This design comes from an exercise in tuning for small area, a short achievable clock period and few clock cycles on the open sky130 flow, not from production work. In this exercise RTL edits were held to simulation tests only and were not proved equivalent to the original. Power and IR drop assume default switching activity.

==> inputs of wip/lagoon <==
## bmem_top
module bmem_top (
    input  logic         clk,
    input  logic         rst_n,
    input  logic [31:0]  icache_addr,
    input  logic         icache_read,
    output logic         icache_resp,
    output logic [255:0] icache_rdata,
    input  logic [31:0]  dcache_addr,
    input  logic         dcache_read,
    input  logic         dcache_write,
    input  logic [255:0] dcache_wdata,
    output logic         dcache_resp,
    output logic [255:0] dcache_rdata,
    output logic [31:0]  bmem_addr,
    output logic         bmem_read,
    output logic         bmem_write,
    output logic [63:0]  bmem_wdata,
    input  logic         bmem_ready,
    input  logic [63:0]  bmem_rdata,
    input  logic         bmem_rvalid
);
    mem_burst_pkg::line_req_t  icache_req_s;
    mem_burst_pkg::line_req_t  dcache_req_s;
    mem_burst_pkg::line_resp_t icache_resp_s;
    mem_burst_pkg::line_resp_t dcache_resp_s;
    assign icache_req_s.addr  = icache_addr;
    assign icache_req_s.read  = icache_read;
    assign icache_req_s.write = 1'b0;
    assign icache_req_s.wdata = '0;
  ...
export LEC_CHECK = 0
export ABC_AREA = 1
export CAP_MARGIN = 20
export CORE_AREA = 10 10 370 370
export CTS_BUF_LIST = sky130_fd_sc_hd__clkbuf_8
export DIE_AREA = 0 0 380 380
export PLACE_DENSITY = 0.4
export SETUP_SLACK_MARGIN = 2.5
export SLEW_MARGIN = 20
create_clock -name core_clock -period 5.0 [get_ports {clk}]
standard.sh (not shown) runs the stock make flow with config.mk's settings and CLKGATE_MAP_FILE= SYNTH_SCRIPT=/design/flow/synth_recipe.tcl, a recipe that flattens the netlist after the stock synthesis.
==> flow/flow/run.sh <==
#!/bin/bash
# Standard layout with two changes: a fixed pin plan (written by flow/pins.py and sourced
# at the end of floorplan through ORFS's IO_CONSTRAINTS hook) that keeps each bit slice's
# ports together, and buf_1 as the port buffer instead of the resizer's default pick.
set -euo pipefail
python3 flow/pins.py 380 > pins.tcl 2> pins.log
export IO_CONSTRAINTS="$PWD/pins.tcl"
export BUFFER_PORTS_ARGS="-buffer_cell sky130_fd_sc_hd__buf_1"
bash standard.sh > flow_standard.log 2>&1
==> flow/flow/pins.py <==
#!/usr/bin/env python3
"""Writes pins.tcl, a fixed pin plan for bmem_top on a square die (side given, um).

The control pins sit at the middle of the bottom edge; next to them, going outward,
the address slices (icache_addr[a], bmem_addr[a], dcache_addr[a]) and then the write
slices (the four dcache_wdata bits that bmem_wdata[k] selects from, and bmem_wdata[k]),
wrapping round the bottom corners. The read slices (bmem_rdata[k] with the eight rdata
outputs it feeds) are spread over the rest of the edge. Every path from an input to an
output then stays inside one slice."""
import sys

side = float(sys.argv[1]) if len(sys.argv) > 1 else 380.0
margin = 12.0
M2_OFF, M2_PITCH = 0.23, 0.46     # vertical layer, bottom and top edges
M3_OFF, M3_PITCH = 0.34, 0.68     # horizontal layer, left and right edges
STEP = 2                          # every second track, as place_pins does by default

def tracks(off, pitch):
    out = []
    i = 0
    while True:
        v = off + pitch * i
        if v > side - margin:
            break
        if v >= margin:
            out.append(round(v, 3))
        i += STEP
    return out

xs = tracks(M2_OFF, M2_PITCH)
ys = tracks(M3_OFF, M3_PITCH)
# slots as (edge, coordinate)
bottom = [("B", x) for x in xs]
top = [("T", x) for x in xs]
left = [("L", y) for y in ys]
right = [("R", y) for y in ys]

ctl = ["icache_read", "dcache_read", "dcache_write", "bmem_write", "bmem_ready", "bmem_read",
       "bmem_rvalid", "icache_resp", "dcache_resp", "rst_n", "clk"]
addr = [[f"icache_addr[{a}]", f"bmem_addr[{a}]", f"dcache_addr[{a}]"] for a in range(32)]
wr = [[f"dcache_wdata[{k}]", f"dcache_wdata[{k+64}]", f"bmem_wdata[{k}]",
       f"dcache_wdata[{k+128}]", f"dcache_wdata[{k+192}]"] for k in range(64)]
rd = [[f"icache_rdata[{k}]", f"dcache_rdata[{k}]", f"icache_rdata[{k+64}]", f"dcache_rdata[{k+64}]",
       f"bmem_rdata[{k}]", f"icache_rdata[{k+192}]", f"dcache_rdata[{k+192}]",
       f"icache_rdata[{k+128}]", f"dcache_rdata[{k+128}]"] for k in range(64)]

# Walk outward from the bottom centre: the left path runs to the bottom-left corner then up
# the left edge; the right path to the bottom-right corner then up the right edge.
mid = len(bottom) // 2
c0 = mid - len(ctl) // 2
assign = {}
for i, n in enumerate(ctl):
    assign[n] = bottom[c0 + i]
lpath = bottom[:c0][::-1] + left
rpath = bottom[c0 + len(ctl):] + right
li = ri = 0
half_a = len(addr) // 2
half_w = len(wr) // 2
lseq = addr[:half_a] + wr[:half_w]
rseq = addr[half_a:] + wr[half_w:]
for g in lseq:
    for n in g[::-1]:
        assign[n] = lpath[li]; li += 1
for g in rseq:
    for n in g:
        assign[n] = rpath[ri]; ri += 1
# Remaining slots: up the rest of the left edge, across the top, down the right edge.
rest = left[li - len(bottom[:c0]):] if li > c0 else left
rest_r = right[ri - len(bottom[c0 + len(ctl):]):] if ri > len(bottom) - c0 - len(ctl) else right
free = rest + top + rest_r[::-1]
n_rd = sum(len(g) for g in rd)
assert n_rd <= len(free), (n_rd, len(free))
# spread the read groups evenly over the free slots
gap = (len(free) - n_rd) / len(rd)
pos = 0.0
for g in rd:
    p = int(round(pos))
    for j, n in enumerate(g):
        assign[n] = free[p + j]
    pos += len(g) + gap

assert len(set(assign.values())) == len(assign) == 1003, len(assign)
lines = []
for n, (e, v) in sorted(assign.items()):
    if e == "B":
        lines.append(f"place_pin -pin_name {{{n}}} -layer met2 -location {{{v} 0.24}} -pin_size {{0.14 0.48}}")
    elif e == "T":
        lines.append(f"place_pin -pin_name {{{n}}} -layer met2 -location {{{v} {side-0.24:.3f}}} -pin_size {{0.14 0.48}}")
    elif e == "L":
        lines.append(f"place_pin -pin_name {{{n}}} -layer met3 -location {{0.4 {v}}} -pin_size {{0.8 0.3}}")
    else:
        lines.append(f"place_pin -pin_name {{{n}}} -layer met3 -location {{{side-0.4:.3f} {v}}} -pin_size {{0.8 0.3}}")
print("\n".join(lines))
==> wip/garnet: changes against wip/lagoon <==
--- a/flow/design.v
+++ b/flow/design.v
@@ -31,31 +31,14 @@
         if (!rst_n) begin
             beat_oh <= 4'b0001;
         end else if (beat_advance) begin
             beat_oh <= {beat_oh[2:0], beat_oh[3]};
         end
     end
 endmodule
-module beat_counter_gated (
-    input  logic                                      clk,
-    input  logic                                      rst_n,
-    input  logic                                      start,          
-    input  logic                                      beat_advance,   
-    output logic [mem_burst_pkg::BEATS_PER_LINE-1:0]  beat_oh
-);
-    always_ff @(posedge clk) begin
-        if (!rst_n) begin
-            beat_oh <= 4'b0000;
-        end else if (start) begin
-            beat_oh <= 4'b0001;
-        end else if (beat_advance) begin
-            beat_oh <= {beat_oh[2:0], 1'b0};
-        end
-    end
-endmodule
 `timescale 1ns/1ps
 module line_assembler (
     input  logic                  clk,
     input  logic                  beat_we,      
     input  logic [2:0]            slot_oh,      
     input  mem_burst_pkg::beat_t  bmem_rdata,
     output mem_burst_pkg::line_t  rd_line
@@ -68,52 +51,43 @@
     end
     assign rd_line = {bmem_rdata, beat2, beat1, beat0};
 endmodule
 `timescale 1ns/1ps
 module write_beat_mux (
     input  mem_burst_pkg::line_t                     wr_line,     
     input  logic [mem_burst_pkg::BEATS_PER_LINE-1:0] beat_oh,     
-    input  logic [mem_burst_pkg::BEATS_PER_LINE-1:0] beat_oh_hi,  
     output mem_burst_pkg::beat_t                     bmem_wdata
 );
     localparam int W = mem_burst_pkg::BEAT_W;
-    localparam int H = W / 2;
-    assign bmem_wdata[H-1:0] = ({H{beat_oh[0]}} & wr_line[0*W +: H])
-                             | ({H{beat_oh[1]}} & wr_line[1*W +: H])
-                             | ({H{beat_oh[2]}} & wr_line[2*W +: H])
-                             | ({H{beat_oh[3]}} & wr_line[3*W +: H]);
-    assign bmem_wdata[W-1:H] = ({H{beat_oh_hi[0]}} & wr_line[0*W+H +: H])
-                             | ({H{beat_oh_hi[1]}} & wr_line[1*W+H +: H])
-                             | ({H{beat_oh_hi[2]}} & wr_line[2*W+H +: H])
-                             | ({H{beat_oh_hi[3]}} & wr_line[3*W+H +: H]);
+    assign bmem_wdata = ({W{beat_oh[0]}} & wr_line[0*W +: W])
+                      | ({W{beat_oh[1]}} & wr_line[1*W +: W])
+                      | ({W{beat_oh[2]}} & wr_line[2*W +: W])
+                      | ({W{beat_oh[3]}} & wr_line[3*W +: W]);
 endmodule
 `timescale 1ns/1ps
 module burst_req_fsm (
     input  logic                     clk,
     input  logic                     rst_n,
     input  mem_burst_pkg::line_req_t icache_req,
     input  mem_burst_pkg::line_req_t dcache_req,
     input  logic                     bmem_ready,
     input  logic                     bmem_rvalid,
     input  logic                     wr_last,         
     output mem_burst_pkg::addr_t     bmem_addr,
     output logic                     bmem_read,
     output logic                     bmem_write,
     output logic                     wr_advance,      
-    output logic                     wr_start,        
     output logic [2:0]               rd_slot_oh,      
     output logic                     icache_resp_pulse,
     output logic                     dcache_resp_pulse
 );
     logic rd_arm;      
     logic rd_busy;     
     logic wr_busy;     
     logic sel_dcache;  
-    logic sel_icache;  
-    logic sel_dcache_hi, sel_icache_hi;
     logic rd_last_i, rd_last_d;
     logic rd_advance;
     logic idle;
     logic rd_done, wr_done, done;
     logic dcache_want, icache_want;
     logic pick_d, pick_i;
     assign dcache_want = dcache_req.read || dcache_req.write;
@@ -141,54 +115,30 @@
                 rd_busy <= 1'b1;
             end
             if (rd_done) rd_busy <= 1'b0;
             if (wr_done) wr_busy <= 1'b0;
         end
     end
     always_ff @(posedge clk) begin
-        if (!rst_n) begin
-            sel_dcache <= 1'b0;
-            sel_icache <= 1'b0;
-        end else if (pick_d || pick_i) begin
-            sel_dcache <= pick_d;
-            sel_icache <= pick_i;
-        end
-    end
-    always_ff @(posedge clk) begin
-        if (!rst_n) begin
-            sel_dcache_hi <= 1'b0;
-            sel_icache_hi <= 1'b0;
-        end else if (pick_d || pick_i) begin
-            sel_dcache_hi <= pick_d;
-            sel_icache_hi <= pick_i;
-        end else if (done) begin
-            sel_dcache_hi <= 1'b0;
-            sel_icache_hi <= 1'b0;
-        end
+        if (pick_d || pick_i) sel_dcache <= pick_d;
     end
     always_ff @(posedge clk) begin
         if (!rst_n) begin
             rd_slot_oh <= 3'b001;
             rd_last_i  <= 1'b0;
             rd_last_d  <= 1'b0;
         end else if (rd_advance) begin
             rd_slot_oh <= {rd_slot_oh[1:0], rd_last_i || rd_last_d};
             rd_last_i  <= rd_slot_oh[2] && !sel_dcache;
             rd_last_d  <= rd_slot_oh[2] && sel_dcache;
         end
     end
-    localparam int AH = mem_burst_pkg::ADDR_W / 2;
-    assign bmem_addr[AH-1:0] = ({AH{sel_dcache}} & dcache_req.addr[AH-1:0])
-                             | ({AH{sel_icache}} & icache_req.addr[AH-1:0]);
-    assign bmem_addr[mem_burst_pkg::ADDR_W-1:AH] =
-                               ({AH{sel_dcache_hi}} & dcache_req.addr[mem_burst_pkg::ADDR_W-1:AH])
-                             | ({AH{sel_icache_hi}} & icache_req.addr[mem_burst_pkg::ADDR_W-1:AH]);
+    assign bmem_addr  = sel_dcache ? dcache_req.addr : icache_req.addr;
     assign bmem_read  = rd_arm && bmem_ready;                   
     assign bmem_write = wr_busy;
-    assign wr_start   = pick_d && dcache_req.write;
     assign icache_resp_pulse = rd_last_i && bmem_rvalid;
     assign dcache_resp_pulse = (rd_last_d && bmem_rvalid) || wr_done;
 endmodule
 `timescale 1ns/1ps
 module bmem_controller (
     input  logic                     clk,
     input  logic                     rst_n,
@@ -202,16 +152,14 @@
     output mem_burst_pkg::beat_t     bmem_wdata,
     input  logic                     bmem_ready,
     input  mem_burst_pkg::beat_t     bmem_rdata,
     input  logic                     bmem_rvalid
 );
     logic                                     wr_advance;
     logic [mem_burst_pkg::BEATS_PER_LINE-1:0] wr_beat_oh;
-    logic [mem_burst_pkg::BEATS_PER_LINE-1:0] wr_beat_oh_hi;
-    logic                                     wr_start;
     logic [2:0]                               rd_slot_oh;
     logic                                     icache_resp_pulse;
     logic                                     dcache_resp_pulse;
     mem_burst_pkg::line_t                     rd_line;
     burst_req_fsm fsm_i (
         .clk               (clk),
         .rst_n             (rst_n),
@@ -220,43 +168,34 @@
         .bmem_ready        (bmem_ready),
         .bmem_rvalid       (bmem_rvalid),
         .wr_last           (wr_beat_oh[3]),
         .bmem_addr         (bmem_addr),
         .bmem_read         (bmem_read),
         .bmem_write        (bmem_write),
         .wr_advance        (wr_advance),
-        .wr_start          (wr_start),
         .rd_slot_oh        (rd_slot_oh),
         .icache_resp_pulse (icache_resp_pulse),
         .dcache_resp_pulse (dcache_resp_pulse)
     );
     beat_counter wr_cnt_i (
         .clk          (clk),
         .rst_n        (rst_n),
         .beat_advance (wr_advance),
         .beat_oh      (wr_beat_oh)
-    );
-    beat_counter_gated wr_cnt_hi_i (
-        .clk          (clk),
-        .rst_n        (rst_n),
-        .start        (wr_start),
-        .beat_advance (wr_advance),
-        .beat_oh      (wr_beat_oh_hi)
     );
     line_assembler line_asm_i (
         .clk        (clk),
         .beat_we    (bmem_rvalid),       
         .slot_oh    (rd_slot_oh),
         .bmem_rdata (bmem_rdata),
         .rd_line    (rd_line)
     );
     write_beat_mux wr_mux_i (
         .wr_line    (dcache_req.wdata),
         .beat_oh    (wr_beat_oh),
-        .beat_oh_hi (wr_beat_oh_hi),
         .bmem_wdata (bmem_wdata)
     );
     assign icache_resp.resp  = icache_resp_pulse;
     assign icache_resp.rdata = rd_line;
     assign dcache_resp.resp  = dcache_resp_pulse;
     assign dcache_resp.rdata = rd_line;
 endmodule
==> flow/flow/run.sh (replaced) <==
#!/bin/bash
# Standard layout with two changes: a fixed pin plan (written by flow/pins.py and sourced
# at the end of floorplan through ORFS's IO_CONSTRAINTS hook) that keeps each bit slice's
# ports together, and buf_1 as the port buffer instead of the resizer's default pick.
set -euo pipefail
python3 flow/pins.py 340 6 > pins.tcl 2> pins.log
export IO_CONSTRAINTS="$PWD/pins.tcl"
export BUFFER_PORTS_ARGS="-buffer_cell sky130_fd_sc_hd__buf_1"
bash standard.sh > flow_standard.log 2>&1
--- a/flow/flow/pins.py
+++ b/flow/flow/pins.py
@@ -6,15 +6,15 @@
 slices (the four dcache_wdata bits that bmem_wdata[k] selects from, and bmem_wdata[k]),
 wrapping round the bottom corners. The read slices (bmem_rdata[k] with the eight rdata
 outputs it feeds) are spread over the rest of the edge. Every path from an input to an
 output then stays inside one slice."""
 import sys
 
 side = float(sys.argv[1]) if len(sys.argv) > 1 else 380.0
-margin = 12.0
+margin = float(sys.argv[2]) if len(sys.argv) > 2 else 12.0
 M2_OFF, M2_PITCH = 0.23, 0.46     # vertical layer, bottom and top edges
 M3_OFF, M3_PITCH = 0.34, 0.68     # horizontal layer, left and right edges
 STEP = 2                          # every second track, as place_pins does by default
 
 def tracks(off, pitch):
     out = []
     i = 0
Settings changed: ABC_AREA 1 to default, CORE_AREA 10 10 370 370 to 10 10 330 330, CTS_BUF_LIST sky130_fd_sc_hd__clkbuf_8 to default, DIE_AREA 0 0 380 380 to 0 0 340 340, PLACE_DENSITY 0.4 to 0.7, SETUP_SLACK_MARGIN 2.5 to 2.2.
==> wip/cedar: changes against wip/lagoon <==
--- a/flow/design.v
+++ b/flow/design.v
@@ -31,31 +31,14 @@
         if (!rst_n) begin
             beat_oh <= 4'b0001;
         end else if (beat_advance) begin
             beat_oh <= {beat_oh[2:0], beat_oh[3]};
         end
     end
 endmodule
-module beat_counter_gated (
-    input  logic                                      clk,
-    input  logic                                      rst_n,
-    input  logic                                      start,          
-    input  logic                                      beat_advance,   
-    output logic [mem_burst_pkg::BEATS_PER_LINE-1:0]  beat_oh
-);
-    always_ff @(posedge clk) begin
-        if (!rst_n) begin
-            beat_oh <= 4'b0000;
-        end else if (start) begin
-            beat_oh <= 4'b0001;
-        end else if (beat_advance) begin
-            beat_oh <= {beat_oh[2:0], 1'b0};
-        end
-    end
-endmodule
 `timescale 1ns/1ps
 module line_assembler (
     input  logic                  clk,
     input  logic                  beat_we,      
     input  logic [2:0]            slot_oh,      
     input  mem_burst_pkg::beat_t  bmem_rdata,
     output mem_burst_pkg::line_t  rd_line
@@ -68,52 +51,43 @@
     end
     assign rd_line = {bmem_rdata, beat2, beat1, beat0};
 endmodule
 `timescale 1ns/1ps
 module write_beat_mux (
     input  mem_burst_pkg::line_t                     wr_line,     
     input  logic [mem_burst_pkg::BEATS_PER_LINE-1:0] beat_oh,     
-    input  logic [mem_burst_pkg::BEATS_PER_LINE-1:0] beat_oh_hi,  
     output mem_burst_pkg::beat_t                     bmem_wdata
 );
     localparam int W = mem_burst_pkg::BEAT_W;
-    localparam int H = W / 2;
-    assign bmem_wdata[H-1:0] = ({H{beat_oh[0]}} & wr_line[0*W +: H])
-                             | ({H{beat_oh[1]}} & wr_line[1*W +: H])
-                             | ({H{beat_oh[2]}} & wr_line[2*W +: H])
-                             | ({H{beat_oh[3]}} & wr_line[3*W +: H]);
-    assign bmem_wdata[W-1:H] = ({H{beat_oh_hi[0]}} & wr_line[0*W+H +: H])
-                             | ({H{beat_oh_hi[1]}} & wr_line[1*W+H +: H])
-                             | ({H{beat_oh_hi[2]}} & wr_line[2*W+H +: H])
-                             | ({H{beat_oh_hi[3]}} & wr_line[3*W+H +: H]);
+    assign bmem_wdata = ({W{beat_oh[0]}} & wr_line[0*W +: W])
+                      | ({W{beat_oh[1]}} & wr_line[1*W +: W])
+                      | ({W{beat_oh[2]}} & wr_line[2*W +: W])
+                      | ({W{beat_oh[3]}} & wr_line[3*W +: W]);
 endmodule
 `timescale 1ns/1ps
 module burst_req_fsm (
     input  logic                     clk,
     input  logic                     rst_n,
     input  mem_burst_pkg::line_req_t icache_req,
     input  mem_burst_pkg::line_req_t dcache_req,
     input  logic                     bmem_ready,
     input  logic                     bmem_rvalid,
     input  logic                     wr_last,         
     output mem_burst_pkg::addr_t     bmem_addr,
     output logic                     bmem_read,
     output logic                     bmem_write,
     output logic                     wr_advance,      
-    output logic                     wr_start,        
     output logic [2:0]               rd_slot_oh,      
     output logic                     icache_resp_pulse,
     output logic                     dcache_resp_pulse
 );
     logic rd_arm;      
     logic rd_busy;     
     logic wr_busy;     
     logic sel_dcache;  
-    logic sel_icache;  
-    logic sel_dcache_hi, sel_icache_hi;
     logic rd_last_i, rd_last_d;
     logic rd_advance;
     logic idle;
     logic rd_done, wr_done, done;
     logic dcache_want, icache_want;
     logic pick_d, pick_i;
     assign dcache_want = dcache_req.read || dcache_req.write;
@@ -141,54 +115,30 @@
                 rd_busy <= 1'b1;
             end
             if (rd_done) rd_busy <= 1'b0;
             if (wr_done) wr_busy <= 1'b0;
         end
     end
     always_ff @(posedge clk) begin
-        if (!rst_n) begin
-            sel_dcache <= 1'b0;
-            sel_icache <= 1'b0;
-        end else if (pick_d || pick_i) begin
-            sel_dcache <= pick_d;
-            sel_icache <= pick_i;
-        end
-    end
-    always_ff @(posedge clk) begin
-        if (!rst_n) begin
-            sel_dcache_hi <= 1'b0;
-            sel_icache_hi <= 1'b0;
-        end else if (pick_d || pick_i) begin
-            sel_dcache_hi <= pick_d;
-            sel_icache_hi <= pick_i;
-        end else if (done) begin
-            sel_dcache_hi <= 1'b0;
-            sel_icache_hi <= 1'b0;
-        end
+        if (pick_d || pick_i) sel_dcache <= pick_d;
     end
     always_ff @(posedge clk) begin
         if (!rst_n) begin
             rd_slot_oh <= 3'b001;
             rd_last_i  <= 1'b0;
             rd_last_d  <= 1'b0;
         end else if (rd_advance) begin
             rd_slot_oh <= {rd_slot_oh[1:0], rd_last_i || rd_last_d};
             rd_last_i  <= rd_slot_oh[2] && !sel_dcache;
             rd_last_d  <= rd_slot_oh[2] && sel_dcache;
         end
     end
-    localparam int AH = mem_burst_pkg::ADDR_W / 2;
-    assign bmem_addr[AH-1:0] = ({AH{sel_dcache}} & dcache_req.addr[AH-1:0])
-                             | ({AH{sel_icache}} & icache_req.addr[AH-1:0]);
-    assign bmem_addr[mem_burst_pkg::ADDR_W-1:AH] =
-                               ({AH{sel_dcache_hi}} & dcache_req.addr[mem_burst_pkg::ADDR_W-1:AH])
-                             | ({AH{sel_icache_hi}} & icache_req.addr[mem_burst_pkg::ADDR_W-1:AH]);
+    assign bmem_addr  = sel_dcache ? dcache_req.addr : icache_req.addr;
     assign bmem_read  = rd_arm && bmem_ready;                   
     assign bmem_write = wr_busy;
-    assign wr_start   = pick_d && dcache_req.write;
     assign icache_resp_pulse = rd_last_i && bmem_rvalid;
     assign dcache_resp_pulse = (rd_last_d && bmem_rvalid) || wr_done;
 endmodule
 `timescale 1ns/1ps
 module bmem_controller (
     input  logic                     clk,
     input  logic                     rst_n,
@@ -202,16 +152,14 @@
     output mem_burst_pkg::beat_t     bmem_wdata,
     input  logic                     bmem_ready,
     input  mem_burst_pkg::beat_t     bmem_rdata,
     input  logic                     bmem_rvalid
 );
     logic                                     wr_advance;
     logic [mem_burst_pkg::BEATS_PER_LINE-1:0] wr_beat_oh;
-    logic [mem_burst_pkg::BEATS_PER_LINE-1:0] wr_beat_oh_hi;
-    logic                                     wr_start;
     logic [2:0]                               rd_slot_oh;
     logic                                     icache_resp_pulse;
     logic                                     dcache_resp_pulse;
     mem_burst_pkg::line_t                     rd_line;
     burst_req_fsm fsm_i (
         .clk               (clk),
         .rst_n             (rst_n),
@@ -220,43 +168,34 @@
         .bmem_ready        (bmem_ready),
         .bmem_rvalid       (bmem_rvalid),
         .wr_last           (wr_beat_oh[3]),
         .bmem_addr         (bmem_addr),
         .bmem_read         (bmem_read),
         .bmem_write        (bmem_write),
         .wr_advance        (wr_advance),
-        .wr_start          (wr_start),
         .rd_slot_oh        (rd_slot_oh),
         .icache_resp_pulse (icache_resp_pulse),
         .dcache_resp_pulse (dcache_resp_pulse)
     );
     beat_counter wr_cnt_i (
         .clk          (clk),
         .rst_n        (rst_n),
         .beat_advance (wr_advance),
         .beat_oh      (wr_beat_oh)
-    );
-    beat_counter_gated wr_cnt_hi_i (
-        .clk          (clk),
-        .rst_n        (rst_n),
-        .start        (wr_start),
-        .beat_advance (wr_advance),
-        .beat_oh      (wr_beat_oh_hi)
     );
     line_assembler line_asm_i (
         .clk        (clk),
         .beat_we    (bmem_rvalid),       
         .slot_oh    (rd_slot_oh),
         .bmem_rdata (bmem_rdata),
         .rd_line    (rd_line)
     );
     write_beat_mux wr_mux_i (
         .wr_line    (dcache_req.wdata),
         .beat_oh    (wr_beat_oh),
-        .beat_oh_hi (wr_beat_oh_hi),
         .bmem_wdata (bmem_wdata)
     );
     assign icache_resp.resp  = icache_resp_pulse;
     assign icache_resp.rdata = rd_line;
     assign dcache_resp.resp  = dcache_resp_pulse;
     assign dcache_resp.rdata = rd_line;
 endmodule
Settings changed: ABC_AREA 1 to default, CTS_BUF_LIST sky130_fd_sc_hd__clkbuf_8 to default.
==> summary.txt <==
The highest core utilization belongs to wip/garnet, the lowest to wip/lagoon.
In die area, wip/cedar and wip/lagoon do not differ.
wip/lagoon completed without violations. wip/garnet completed without violations. wip/cedar finished with timing, DRC and antenna clean.
In area after synthesis, wip/cedar and wip/garnet do not differ.
In critical path depth, wip/lagoon and wip/cedar do not differ.
Wire length: wip/garnet < wip/lagoon < wip/cedar.
Worst hold slack: wip/cedar < wip/lagoon < wip/garnet.
==> figures <==
| quantity | wip/lagoon | wip/garnet | wip/cedar |
|---|---|---|---|
| Outcome | no timing/DRC/antenna violations | no timing/DRC/antenna violations | no timing/DRC/antenna violations |
| Inserted tap cell count | 1742 | 1368 | 1742 |
| Hold Worst Slack | 494 ps | 506 ps | 490 ps |
| Total wire length after detailed routing | 40600 um | 35800 um | 40900 um |
| Cell Rows | 132 | 117 | 132 |
| Maximum clock skew at final layout | 14.3 ps | 17.8 ps | 33.3 ps |
| Core area | 129000 um^2 | 102000 um^2 | 129000 um^2 |
| Initial Utilization | 0.0846 | 0.104 | 0.0816 |
| Half-perimeter wire length of the detailed placement result | 29900 um | 26700 um | 28300 um |
| Slew HR | 0.361 | 0.473 | 0.352 |
| Seq pwr | 0.00205 W | 0.00195 W | 0.00196 W |
| Netlist area before placement | 10900 um^2 | 10500 um^2 | 10500 um^2 |
| Buffers inserted by post-CTS timing repair | 19 | 7 | 17 |
| Cell at the root of the clock tree | clkbuf_8 | clkbuf_16 | clkbuf_16 |
Testbench counts of wip/lagoon, summed over its fixed seeds: cycles 13,461.
Testbench counts of wip/garnet, summed over its fixed seeds: cycles 13,461.
Testbench counts of wip/cedar, summed over its fixed seeds: cycles 13,461.

re-timing with driven ports:
No port has a modelled driver above. Below, the same layouts with a new extraction and two added sets of constraints. Step 1 assumes that a clkbuf_16 drives the clock port and a buf_2 every other input. Step 2 times the ports against the registers' clock, not the clock port: input delays grow and output delays shrink by t, the midpoint of the rising clock arrivals with the driver on. a / b / c = ideal / step 1 / step 2; a / b = the first two.
| run | t (ns) | setup slack, ns | latest minus earliest clock arrival (ns) | worst data-port slew with drivers (ns) |
|---|---|---|---|---|
| wip/lagoon | 0.649 | 2.525 / 2.475 / 2.037 | 0.023 / 0.023 | 0.06 |
| wip/garnet | 0.617 | 2.291 / 2.238 / 2.039 | 0.019 / 0.019 | 0.05 |
| wip/cedar | 0.619 | 2.309 / 2.257 / 2.231 | 0.033 / 0.033 | 0.06 |
After both steps setup and hold are still met in every run listed. For wip/lagoon, which loses most, drivers alone change the setup slack by -0.050 ns; drivers and shift together by -0.488 ns.
